This design comes from an exercise in tuning for small area and a short achievable clock period on the open sky130 flow, not from production work.
At most, simulation tests tie the RTL to the original design; equivalence was not proved.

==> run a <==
// riscv_branch_predictor
module riscv_branch_predictor
#(
  parameter int ENTRIES = 16
) (
  input  logic            clk,
  input  logic            rst,
  input  logic [XLEN-1:0] lookup_pc,
  output logic            pred_taken,
  output logic [XLEN-1:0] pred_target,
  input  logic            upd_valid,
  input  logic [XLEN-1:0] upd_pc,
  input  logic            upd_taken,
  input  logic [XLEN-1:0] upd_target,
  input  logic            upd_pred_taken,
  input  logic [XLEN-1:0] upd_pred_target,
  output logic            mispredict,
  output logic [XLEN-1:0] redirect_pc,
  output logic [XLEN-1:0] mispredict_count
);
Settings: LEC_CHECK=0, CAP_MARGIN=20, CORE_MARGIN=2, CORE_UTILIZATION=40, SETUP_SLACK_MARGIN=2.5, SLEW_MARGIN=20, SYNTH_HIERARCHICAL=1; clock period 6.5 ns.
standard.sh (not shown) runs the stock make flow with config.mk's settings and CLKGATE_MAP_FILE= SYNTH_SCRIPT=/design/flow/synth_recipe.tcl, a recipe that flattens the netlist after the stock synthesis.
==> flow/flow/run.sh <==
#!/bin/bash
# Standard layout with small port buffers, larger clock sink clusters and no
# dummy loads in the clock tree.
export BUFFER_PORTS_ARGS="-buffer_cell sky130_fd_sc_hd__buf_2"
export CTS_ARGS="-sink_clustering_enable -repair_clock_nets -dont_use_dummy_load -sink_clustering_size 30 -sink_clustering_max_diameter 80"
bash standard.sh > standard_run.log 2>&1
==> inputs of run b, as changes to run a <==
==> flow/design.v (replaced) <==
package riscv_pkg;
  localparam int XLEN = 32;
  localparam logic [XLEN-1:0] PC_INC = 32'd4;
  typedef enum logic [1:0] {
    CTR_SNT = 2'd0,
    CTR_WNT = 2'd1,
    CTR_WT  = 2'd2,
    CTR_ST  = 2'd3
  } ctr_e;
endpackage
import riscv_pkg::*;
module riscv_sat_counter2
(
  input  logic [1:0] ctr,
  input  logic       inc,
  output logic [1:0] ctr_next
);
  always_comb begin
    ctr_next = ctr;
    if (inc) begin
      if (ctr != CTR_ST) ctr_next = ctr + 2'd1;
    end else begin
      if (ctr != CTR_SNT) ctr_next = ctr - 2'd1;
    end
  end
endmodule
import riscv_pkg::*;
module riscv_branch_predictor
#(
  parameter int ENTRIES = 16
) (
  input  logic            clk,
  input  logic            rst,
  input  logic [XLEN-1:0] lookup_pc,
  output logic            pred_taken,
  output logic [XLEN-1:0] pred_target,
  input  logic            upd_valid,
  input  logic [XLEN-1:0] upd_pc,
  input  logic            upd_taken,
  input  logic [XLEN-1:0] upd_target,
  input  logic            upd_pred_taken,
  input  logic [XLEN-1:0] upd_pred_target,
  output logic            mispredict,
  output logic [XLEN-1:0] redirect_pc,
  output logic [XLEN-1:0] mispredict_count
);
  localparam int IDX   = $clog2(ENTRIES);
  localparam int TAG_W = XLEN - IDX - 2;
  logic [ENTRIES-1:0] valid_q;
  logic [TAG_W-1:0]   tag_q    [ENTRIES];
  logic [XLEN-1:0]    target_q [ENTRIES];
  logic [1:0]         ctr_q    [ENTRIES];
  logic [TAG_W-1:0] lk_tag, up_tag;
  logic [ENTRIES-1:0] lk_sel, up_sel;
  logic             up_hit, wrong;
  assign lk_tag = lookup_pc[XLEN-1:IDX+2];
  assign up_tag = upd_pc[XLEN-1:IDX+2];
  always_comb begin
    for (int i = 0; i < ENTRIES; i++) begin
      lk_sel[i] = (lookup_pc[IDX+1:2] == i);
      up_sel[i] = (upd_pc[IDX+1:2] == i);
    end
  end
  logic [TAG_W-1:0] up_tag_rd;
  logic [XLEN-1:0]  lk_tgt_rd;
  logic             lk_vt_rd, up_v_rd;
  logic [ENTRIES-1:0] lk_match;
  always_comb
    for (int i = 0; i < ENTRIES; i++)
      lk_match[i] = valid_q[i] && ctr_q[i][1] && (tag_q[i] == lk_tag);
  always_comb begin
    lk_tgt_rd = '0;
    lk_vt_rd  = 1'b0;
    up_tag_rd = '0;
    up_v_rd   = 1'b0;
    for (int i = 0; i < ENTRIES; i++) begin
      lk_tgt_rd = lk_tgt_rd | ({XLEN{lk_sel[i]}} & target_q[i]);
      lk_vt_rd  = lk_vt_rd  | (lk_sel[i] & lk_match[i]);
      up_tag_rd = up_tag_rd | ({TAG_W{up_sel[i]}} & tag_q[i]);
      up_v_rd   = up_v_rd   | (up_sel[i] & valid_q[i]);
    end
  end
  assign pred_taken  = lk_vt_rd;
  assign pred_target = pred_taken ? lk_tgt_rd : {lookup_pc[XLEN-1:2] + 30'd1, lookup_pc[1:0]};
  assign up_hit = up_v_rd && (up_tag_rd == up_tag);
  assign wrong  = (upd_taken != upd_pred_taken) ||
                  (upd_taken && (upd_pred_target != upd_target));
  logic [1:0] ctr_step [ENTRIES];
  always_ff @(posedge clk) begin
    for (int i = 0; i < ENTRIES; i++) begin
      if (upd_valid && upd_taken && up_sel[i]) begin
        tag_q[i]    <= up_tag;
        target_q[i] <= upd_target;
      end
      if (upd_valid && up_sel[i] && (up_hit || upd_taken))
        ctr_q[i] <= up_hit ? ctr_step[i] : CTR_WT;
    end
  end
  for (genvar g = 0; g < ENTRIES; g++) begin : g_ctr
    riscv_sat_counter2 u_ctr (
      .ctr      (ctr_q[g]),
      .inc      (upd_taken),
      .ctr_next (ctr_step[g])
    );
  end
  always_ff @(posedge clk) begin
    if (rst) valid_q <= '0;
    else if (upd_valid && upd_taken) valid_q <= valid_q | up_sel;
  end
  logic [XLEN:0] cnt_inc;
  assign cnt_inc = {1'b0, mispredict_count} + 33'd1;
  always_ff @(posedge clk) begin
    if (rst) begin
      mispredict       <= 1'b0;
      redirect_pc      <= '0;
      mispredict_count <= '0;
    end else begin
      mispredict <= upd_valid && wrong;
      if (upd_valid && wrong) begin
        redirect_pc <= upd_taken ? upd_target : {upd_pc[XLEN-1:2] + 30'd1, upd_pc[1:0]};
        if (!cnt_inc[XLEN]) mispredict_count <= cnt_inc[XLEN-1:0];
      end
    end
  end
endmodule
==> flow/run.sh (new file) <==
#!/bin/bash
# synth_recipe.tcl (not shown) runs the flow's synth.tcl, then flattens the netlist and writes it again
# the make line also repeats each setting of config.mk as NAME=value (left out here)
make -C /OpenROAD-flow-scripts/flow DESIGN_CONFIG=/design/flow/config.mk WORK_HOME=/design/flow/orfs CLKGATE_MAP_FILE= SYNTH_SCRIPT=/design/flow/synth_recipe.tcl finish
Settings changed: CORE_UTILIZATION 40 to 55, SETUP_SLACK_MARGIN 2.5 to 3, SYNTH_HIERARCHICAL 1 to not set.
removed: flow/flow/run.sh
removed: flow/standard.sh
==> flow_metrics.py <==
metrics = {
    "routing": {
        "vias": 34000,
    },
    "power_and_ir_drop": {
        "pg_seq_mw": 7.43,
        "power_clock_mw": 3.33,
    },
    "global_route": {
        "use_met3": 0.0524,
        "grt_antenna_before_repair": 14,
    },
    "setup_path": {
        "arrival_ns": 3.57,
        "path_delay_family": "simple AND/OR/NAND/NOR gates",
    },
    "sta": {
        "skew_ns": 0.109,
    },
    "synthesis": {
        "synth_compound_area_frac": 0.0966,
    },
    "run_status": {
        "status": "finished clean",
    },
    "placement": {
        "place.gp.congestion": 0.985,
    },
}
the above is filed under run a

==> flow_metrics.py <==
metrics = {
    "routing": {
        "postRouteAntennaNets": 1,
        "vias": 39000,
    },
    "setup_path": {
        "path_delay_family": "buffers and inverters",
        "arrival_ns": 4.19,
    },
    "global_route": {
        "use_met3": 0.184,
        "grt_antenna_before_repair": 20,
    },
    "placement": {
        "place.gp.congestion": 1.13,
    },
    "run_status": {
        "status": "failed layout checks",
        "so_faults": "antenna violations",
    },
    "power_and_ir_drop": {
        "power_clock_mw": 6.41,
        "pg_seq_mw": 7.46,
        "p_leak_nw": 21.4,
    },
    "synthesis": {
        "synth_compound_area_frac": 0.106,
    },
    "sta": {
        "skew_ns": 0.0456,
    },
    "floorplanning": {
        "dieHeight_um": 296,
    },
}
the above is filed under run b

The RTL of run b was laid out without a check of its function.

[re-timing with driven ports]
The results above use ideal ports. As a check the final layouts listed here were re-extracted and re-timed, cells and wires unchanged. Step 1, drivers: a clkbuf_16 drives clk and a buf_2 each remaining input, both assumed. Step 2 also shifts input and output timing later by t, the mid clock arrival at the registers, as if the neighbouring blocks saw the same clock. Slacks: ideal / step 1 / step 2; pairs: ideal / step 1.
| run | t (ns) | setup slack, ns | worst setup path at the end | worst slew at a driven data input, ns | pins driven straight from the clock port |
|---|---|---|---|---|---|
| run a | 0.716 | 1.635 / 1.588 / 1.536 | input to register | 0.22 | 1 |
| run b | 0.794 | 1.008 / 0.966 / 0.951 | input to register | 0.10 | 1 |
For run a, which loses most, drivers alone change the setup slack by -0.047 ns; drivers and shift together by -0.099 ns.
